Context: an optimization exercise on an open-source flow, tuned for small area, a short achievable clock period and few clock cycles per item. The choices shown serve that exercise and are no tape-out recipe. RTL that was checked went through simulation tests only; none was proved equivalent to the original. Power figures rest on the tool's default switching activity, not on a simulated workload.

==> run P: inputs <==
==> flow/design.v <==
`timescale 1ns / 1ps
`default_nettype none
package akmt_pkg;
    localparam int CMD_W        = 3;
    localparam int KEY_FIELD_W  = 56;
    localparam int SLOT_FIELD_W = 5;
    localparam int STATUS_W     = 2;
    localparam int S_TDATA_W    = 64;
    localparam int M_TDATA_W    = 64;
    localparam int M_PAD_W      = M_TDATA_W - 1 - STATUS_W - 1 - KEY_FIELD_W;
    localparam int DEF_SLOTS    = 16;
    localparam int DEF_KEY_BITS = 56;
    typedef enum logic [CMD_W-1:0] {
        CMD_SET_MASTER   = 3'd0,
        CMD_ADD          = 3'd1,
        CMD_CHECK        = 3'd2,
        CMD_CHECK_MASTER = 3'd3,
        CMD_REMOVE       = 3'd4,
        CMD_READ_SLOT    = 3'd5
    } t_cmd;
    typedef enum logic [STATUS_W-1:0] {
        ST_OK    = 2'd0,
        ST_FULL  = 2'd1,
        ST_RANGE = 2'd2
    } t_status;
    typedef struct packed {
        logic [M_PAD_W-1:0]     pad;
        logic [KEY_FIELD_W-1:0] entry_key;
        logic                   entry_valid;
        t_status                status;
        logic                   granted;
    } t_mres;
    typedef enum logic [2:0] {
        C_JUMP,
        C_DISPATCH,
        C_EMPTY_OR_LAST,
        C_LAST,
        C_OUT_FREE
    } t_cond;
    typedef logic [3:0] t_upc;
    localparam t_upc U_IDLE = 4'd0;
    localparam t_upc U_SETM = 4'd1;
    localparam t_upc U_ADD  = 4'd2;
    localparam t_upc U_CHK  = 4'd3;
    localparam t_upc U_REM  = 4'd4;
    localparam t_upc U_MST  = 4'd5;
    localparam t_upc U_RDS  = 4'd6;
    localparam t_upc U_TAIL = 4'd7;
    localparam t_upc U_DONE = 4'd8;
    typedef struct packed {
        logic  in_rdy;
        logic  rd;
        logic  cmp;
        logic  clr;
        logic  cap;
        logic  wr;
        logic  add;
        logic  oor_chk;
        logic  idx_inc;
        logic  done;
        t_cond cond;
        t_upc  target;
    } t_ctrl;
    typedef struct packed {
        logic accept;
        logic empty;
        logic last;
        logic out_free;
    } t_flags;
endpackage
`default_nettype wire
`timescale 1ns / 1ps
`default_nettype none
module access_key_match_table
(
    input  logic        i_clk,
    input  logic        i_rst_n,
    input  logic        i_s_axis_tvalid,
    output logic        o_s_axis_tready,
    input  logic [63:0] i_s_axis_tdata,    
    input  logic [2:0]  i_s_axis_tuser,    
    output logic        o_m_axis_tvalid,
    input  logic        i_m_axis_tready,
    output logic [63:0] o_m_axis_tdata     
);
    localparam int SLOTS = 16;
    localparam int KW    = 56;
    logic          r_a_valid;
    logic [KW-1:0] r_a_key;
    logic [3:0]    r_a_slot;
    logic          r_a_oor;
    logic          r_a_setm;
    logic          r_a_add;
    logic          r_a_chk;
    logic          r_a_mst;
    logic          r_a_rem;
    logic          r_a_rds;
    logic             r_b_valid;
    logic [3:0][SLOTS-1:0] r_b_eq;  
    logic [SLOTS-1:0] r_b_sel;     
    logic             r_b_range;   
    logic             r_b_add;
    logic             r_b_cmp;     
    logic             r_b_mst;
    logic             r_b_rem;
    logic             r_b_setm;
    logic          r_o_valid;
    logic          r_o_granted;
    logic [1:0]    r_o_status;
    logic          r_o_evalid;
    logic [KW-1:0] r_o_ekey;
    logic [KW-1:0]    r_mem [SLOTS];
    logic [SLOTS-1:0] r_valid;
    logic [SLOTS-1:0] w_valid_n;   
    logic r_rst_n;      
    logic r_ok;         
    logic w_acc;
    logic w_exec;
    logic w_move;
    logic w_a_valid_n;
    logic w_b_valid_n;
    logic w_o_valid_n;
    assign w_exec          = r_b_valid && (!r_o_valid || i_m_axis_tready);
    assign w_move          = r_a_valid && (!r_b_valid || !r_o_valid || i_m_axis_tready);
    assign o_s_axis_tready = i_rst_n && (r_ok || i_m_axis_tready);
    assign w_acc           = i_s_axis_tvalid && o_s_axis_tready;
    assign w_a_valid_n = w_acc || (r_rst_n && r_a_valid && !w_move);
    assign w_b_valid_n = r_rst_n && (w_move || (r_b_valid && !w_exec));
    assign w_o_valid_n = i_rst_n && r_rst_n && (w_exec || (r_o_valid && !i_m_axis_tready));
    always_ff @(posedge i_clk) begin
        r_rst_n   <= i_rst_n;
        r_ok      <= !(w_a_valid_n && w_b_valid_n && w_o_valid_n);
        r_a_valid <= w_a_valid_n;
        r_b_valid <= w_b_valid_n;
        r_o_valid <= w_o_valid_n;
    end
    always_ff @(posedge i_clk) begin
        if (w_acc) begin
            r_a_key  <= i_s_axis_tdata[KW-1:0];
            r_a_slot <= i_s_axis_tdata[59:56];
            r_a_oor  <= i_s_axis_tdata[60];
            r_a_setm <= (i_s_axis_tuser == 3'd0);
            r_a_add  <= (i_s_axis_tuser == 3'd1);
            r_a_chk  <= (i_s_axis_tuser == 3'd2);
            r_a_mst  <= (i_s_axis_tuser == 3'd3);
            r_a_rem  <= (i_s_axis_tuser == 3'd4);
            r_a_rds  <= (i_s_axis_tuser == 3'd5);
        end
    end
    logic [3:0][SLOTS-1:0] w_eq;
    always_comb begin
        for (int q = 0; q < 4; q++) begin
            for (int j = 0; j < SLOTS; j++) begin
                w_eq[q][j] = (r_mem[j][14*q +: 14] == r_a_key[14*q +: 14]);
            end
        end
    end
    always_ff @(posedge i_clk) begin
        if (w_move) begin
            r_b_eq    <= w_eq;
            for (int j = 0; j < SLOTS; j++) begin
                r_b_sel[j] <= r_a_rds && !r_a_oor && (r_a_slot == 4'(j)) && w_valid_n[j];
            end
            r_b_range <= r_a_rds && r_a_oor;
            r_b_add  <= r_a_add;
            r_b_cmp  <= r_a_chk || r_a_rem;
            r_b_mst  <= r_a_mst;
            r_b_rem  <= r_a_rem;
            r_b_setm <= r_a_setm;
        end
    end
    logic [SLOTS-1:0] w_match;
    logic [SLOTS-1:0] w_free_first;
    logic [SLOTS-1:0] w_set;
    logic [SLOTS-1:0] w_valid_x;    
    logic [SLOTS-1:0] w_wr;
    logic             w_rd0_wait;
    logic             w_full;
    logic [SLOTS-1:0] w_rsel;
    logic [KW-1:0]    w_rkey;
    logic             w_granted;
    logic [1:0]       w_status;
    logic             w_evalid;
    assign w_match      = r_valid & r_b_eq[0] & r_b_eq[1] & r_b_eq[2] & r_b_eq[3];
    assign w_full       = &r_valid;
    assign w_free_first = ~r_valid & (r_valid + 1'b1);
    assign w_set        = ({SLOTS{r_b_add}} & w_free_first) |
                          {{(SLOTS-1){1'b0}}, r_b_setm};
    assign w_valid_x    = r_b_valid ? ((r_valid & ~({SLOTS{r_b_rem}} & w_match)) | w_set)
                                    : r_valid;
    assign w_valid_n    = w_exec ? w_valid_x : r_valid;
    assign w_rsel = r_b_sel;
    always_comb begin
        w_rkey = '0;
        for (int j = 0; j < SLOTS; j++) begin
            w_rkey = w_rkey | ({KW{w_rsel[j]}} & r_mem[j]);
        end
    end
    assign w_granted = (r_b_cmp && (|w_match)) || (r_b_mst && w_match[0]);
    assign w_status  = {r_b_range, r_b_add && w_full};
    assign w_evalid  = |w_rsel;
    assign w_rd0_wait = r_b_valid && r_b_sel[0] && !w_exec;
    always_comb begin
        for (int j = 0; j < SLOTS; j++) begin
            w_wr[j] = r_a_valid && ((r_a_add && !w_valid_x[j]) ||
                                    (r_a_setm && j == 0 && !w_rd0_wait));
        end
    end
    always_ff @(posedge i_clk) begin
        for (int j = 0; j < SLOTS; j++) begin
            if (w_wr[j]) begin
                r_mem[j] <= r_a_key;
            end
        end
    end
    always_ff @(posedge i_clk) begin
        if (!r_rst_n) begin
            r_valid <= '0;
        end else begin
            r_valid <= w_valid_n;
        end
    end
    always_ff @(posedge i_clk) begin
        if (w_exec) begin
            r_o_granted <= w_granted;
            r_o_status  <= w_status;
            r_o_evalid  <= w_evalid;
            r_o_ekey    <= w_rkey;
        end
    end
    assign o_m_axis_tvalid = r_o_valid;
    assign o_m_axis_tdata  = {4'b0000, r_o_ekey, r_o_evalid, r_o_status, r_o_granted};
endmodule
`default_nettype wire
==> flow/run.sh <==
#!/bin/bash
# synth_recipe.tcl (not shown) runs the flow's synth.tcl, then flattens the netlist and writes it again
# the make line also repeats each setting of config.mk as NAME=value (left out here)
make -C /OpenROAD-flow-scripts/flow DESIGN_CONFIG=/design/flow/config.mk WORK_HOME=/design/flow/orfs CLKGATE_MAP_FILE= SYNTH_SCRIPT=/design/flow/synth_recipe.tcl finish
==> flow/config.mk <==
export PLATFORM = sky130hd
export DESIGN_NAME = access_key_match_table
export DESIGN_NICKNAME = access_key_match_table
export VERILOG_FILES = /design/flow/design.v
export SDC_FILE = /design/flow/constraint.sdc
export NUM_CORES = 4
export LEC_CHECK = 0
export CAP_MARGIN = 20
export CORE_MARGIN = 2
export CORE_UTILIZATION = 50
export CTS_CLUSTER_DIAMETER = 100
export CTS_CLUSTER_SIZE = 20
export SETUP_SLACK_MARGIN = 2.75
export SLEW_MARGIN = 20
==> flow/constraint.sdc <==
create_clock -name core_clock -period 5.0 [get_ports {i_clk}]
set_input_delay 1.0000 -clock core_clock [delete_from_list [all_inputs] [get_ports {i_clk}]]
set_output_delay 1.0000 -clock core_clock [all_outputs]
set_load 0.01 [all_outputs]
==> run K: changes against run P <==
--- a/flow/design.v
+++ b/flow/design.v
@@ -89,5 +89,4 @@
     logic [KW-1:0] r_a_key;
     logic [3:0]    r_a_slot;
-    logic          r_a_oor;
     logic          r_a_setm;
     logic          r_a_add;
@@ -96,13 +95,5 @@
     logic          r_a_rem;
     logic          r_a_rds;
-    logic             r_b_valid;
-    logic [3:0][SLOTS-1:0] r_b_eq;  
-    logic [SLOTS-1:0] r_b_sel;     
-    logic             r_b_range;   
-    logic             r_b_add;
-    logic             r_b_cmp;     
-    logic             r_b_mst;
-    logic             r_b_rem;
-    logic             r_b_setm;
+    logic          r_a_oor;
     logic          r_o_valid;
     logic          r_o_granted;
@@ -112,26 +103,17 @@
     logic [KW-1:0]    r_mem [SLOTS];
     logic [SLOTS-1:0] r_valid;
-    logic [SLOTS-1:0] w_valid_n;   
-    logic r_rst_n;      
-    logic r_ok;         
     logic w_acc;
     logic w_exec;
-    logic w_move;
-    logic w_a_valid_n;
-    logic w_b_valid_n;
-    logic w_o_valid_n;
-    assign w_exec          = r_b_valid && (!r_o_valid || i_m_axis_tready);
-    assign w_move          = r_a_valid && (!r_b_valid || !r_o_valid || i_m_axis_tready);
-    assign o_s_axis_tready = i_rst_n && (r_ok || i_m_axis_tready);
+    assign w_exec          = r_a_valid && (!r_o_valid || i_m_axis_tready);
+    assign o_s_axis_tready = i_rst_n && (!(r_a_valid && r_o_valid) || i_m_axis_tready);
     assign w_acc           = i_s_axis_tvalid && o_s_axis_tready;
-    assign w_a_valid_n = w_acc || (r_rst_n && r_a_valid && !w_move);
-    assign w_b_valid_n = r_rst_n && (w_move || (r_b_valid && !w_exec));
-    assign w_o_valid_n = i_rst_n && r_rst_n && (w_exec || (r_o_valid && !i_m_axis_tready));
-    always_ff @(posedge i_clk) begin
-        r_rst_n   <= i_rst_n;
-        r_ok      <= !(w_a_valid_n && w_b_valid_n && w_o_valid_n);
-        r_a_valid <= w_a_valid_n;
-        r_b_valid <= w_b_valid_n;
-        r_o_valid <= w_o_valid_n;
+    always_ff @(posedge i_clk) begin
+        if (!i_rst_n) begin
+            r_a_valid <= 1'b0;
+        end else if (w_acc) begin
+            r_a_valid <= 1'b1;
+        end else if (w_exec) begin
+            r_a_valid <= 1'b0;
+        end
     end
     always_ff @(posedge i_clk) begin
@@ -148,61 +130,30 @@
         end
     end
-    logic [3:0][SLOTS-1:0] w_eq;
-    always_comb begin
-        for (int q = 0; q < 4; q++) begin
-            for (int j = 0; j < SLOTS; j++) begin
-                w_eq[q][j] = (r_mem[j][14*q +: 14] == r_a_key[14*q +: 14]);
-            end
-        end
-    end
-    always_ff @(posedge i_clk) begin
-        if (w_move) begin
-            r_b_eq    <= w_eq;
-            for (int j = 0; j < SLOTS; j++) begin
-                r_b_sel[j] <= r_a_rds && !r_a_oor && (r_a_slot == 4'(j)) && w_valid_n[j];
-            end
-            r_b_range <= r_a_rds && r_a_oor;
-            r_b_add  <= r_a_add;
-            r_b_cmp  <= r_a_chk || r_a_rem;
-            r_b_mst  <= r_a_mst;
-            r_b_rem  <= r_a_rem;
-            r_b_setm <= r_a_setm;
-        end
-    end
     logic [SLOTS-1:0] w_match;
     logic [SLOTS-1:0] w_free_first;
-    logic [SLOTS-1:0] w_set;
-    logic [SLOTS-1:0] w_valid_x;    
     logic [SLOTS-1:0] w_wr;
-    logic             w_rd0_wait;
+    logic             w_any;
     logic             w_full;
-    logic [SLOTS-1:0] w_rsel;
     logic [KW-1:0]    w_rkey;
+    logic             w_rvalid;
     logic             w_granted;
     logic [1:0]       w_status;
     logic             w_evalid;
-    assign w_match      = r_valid & r_b_eq[0] & r_b_eq[1] & r_b_eq[2] & r_b_eq[3];
-    assign w_full       = &r_valid;
-    assign w_free_first = ~r_valid & (r_valid + 1'b1);
-    assign w_set        = ({SLOTS{r_b_add}} & w_free_first) |
-                          {{(SLOTS-1){1'b0}}, r_b_setm};
-    assign w_valid_x    = r_b_valid ? ((r_valid & ~({SLOTS{r_b_rem}} & w_match)) | w_set)
-                                    : r_valid;
-    assign w_valid_n    = w_exec ? w_valid_x : r_valid;
-    assign w_rsel = r_b_sel;
-    always_comb begin
-        w_rkey = '0;
-        for (int j = 0; j < SLOTS; j++) begin
-            w_rkey = w_rkey | ({KW{w_rsel[j]}} & r_mem[j]);
-        end
-    end
-    assign w_granted = (r_b_cmp && (|w_match)) || (r_b_mst && w_match[0]);
-    assign w_status  = {r_b_range, r_b_add && w_full};
-    assign w_evalid  = |w_rsel;
-    assign w_rd0_wait = r_b_valid && r_b_sel[0] && !w_exec;
     always_comb begin
         for (int j = 0; j < SLOTS; j++) begin
-            w_wr[j] = r_a_valid && ((r_a_add && !w_valid_x[j]) ||
-                                    (r_a_setm && j == 0 && !w_rd0_wait));
+            w_match[j] = r_valid[j] && (r_mem[j] == r_a_key);
+        end
+    end
+    assign w_any  = |w_match;
+    assign w_full = &r_valid;
+    assign w_free_first = ~r_valid & (r_valid + 1'b1);
+    assign w_rkey   = r_mem[r_a_slot];
+    assign w_rvalid = r_valid[r_a_slot];
+    assign w_granted = ((r_a_chk || r_a_rem) && w_any) || (r_a_mst && w_match[0]);
+    assign w_status  = {r_a_rds && r_a_oor, r_a_add && w_full};
+    assign w_evalid  = r_a_rds && !r_a_oor && w_rvalid;
+    always_comb begin
+        for (int j = 0; j < SLOTS; j++) begin
+            w_wr[j] = w_exec && ((r_a_add && w_free_first[j]) || (r_a_setm && j == 0));
         end
     end
@@ -215,8 +166,23 @@
     end
     always_ff @(posedge i_clk) begin
-        if (!r_rst_n) begin
+        if (!i_rst_n) begin
             r_valid <= '0;
-        end else begin
-            r_valid <= w_valid_n;
+        end else if (w_exec) begin
+            for (int j = 0; j < SLOTS; j++) begin
+                if (w_wr[j]) begin
+                    r_valid[j] <= 1'b1;
+                end else if (r_a_rem && w_match[j]) begin
+                    r_valid[j] <= 1'b0;
+                end
+            end
+        end
+    end
+    always_ff @(posedge i_clk) begin
+        if (!i_rst_n) begin
+            r_o_valid <= 1'b0;
+        end else if (w_exec) begin
+            r_o_valid <= 1'b1;
+        end else if (i_m_axis_tready) begin
+            r_o_valid <= 1'b0;
         end
     end
@@ -226,5 +192,5 @@
             r_o_status  <= w_status;
             r_o_evalid  <= w_evalid;
-            r_o_ekey    <= w_rkey;
+            r_o_ekey    <= w_evalid ? w_rkey : '0;
         end
     end
- ABC_CLOCK_PERIOD_IN_PS: default -> 2000
- CORE_UTILIZATION: 50 -> 40
- CTS_CLUSTER_DIAMETER: 100 -> default
- CTS_CLUSTER_SIZE: 20 -> default
- SETUP_SLACK_MARGIN: 2.75 -> 2.6
==> comparison table <==
| item | run P | run K |
|---|---|---|
| Number of core rows | 115 | 126 |
| Kind of end point of the critical path | primary output | register |
| Proportion of power drawn by flip-flops and latches | 60.1% | 48.3% |
| Met3 Use GR | 6.18% | 15.1% |
| Fin area | 0.0572 sq mm | 0.0619 sq mm |
| Yosys top cell area share | 66.7% | 64.7% |
| Starting density of the core | 50.6% | 40.3% |
| Number of logic inverters in the finished layout | 6 | 63 |
| EDFF count, synth | 1109 | 1023 |
| Final RePlAce weighted congestion | 0.916 | 1.06 |
| Outcome | finished clean | finished clean |
| Cell Count Post-Placement | 4619 | 5014 |
| Antenna violations before repair | 6 | 26 |
| Share of synthesized area spent on multiplexers | 0% | 0.258% |
Testbench counts of run K, summed over its fixed seeds: cycles 8,016, items 8,000.
Only the layout flow was run in run P; the RTL was not checked for function there.

port drivers added, routing unchanged:
The results above use ideal ports. As a check the final layouts listed here were re-extracted and re-timed, cells and wires unchanged. Step 1 assumes that a clkbuf_16 drives the clock port and a buf_2 every other input. Step 2, shift: input delay + t, output delay - t, t = (earliest + latest rising clock arrival at the registers) / 2. This alone moves slack from input paths to output paths. a / b / c = ideal / step 1 / step 2; a / b = the first two.
| run | shift t [ns] | setup WS [ns] | worst setup path at the end | clock arrival spread, ns | worst slew at a driven data input, ns |
|---|---|---|---|---|---|
| run P | 0.726 | 2.558 / 2.533 / 2.151 | input to register | 0.021 / 0.021 | 0.04 |
| run K | 0.830 | 1.698 / 1.698 / 1.698 | register to register | 0.059 / 0.059 | 0.08 |
After both steps every run listed still meets setup and hold. For run P, which loses most, drivers alone change the setup slack by -0.025 ns; drivers and shift together by -0.407 ns.
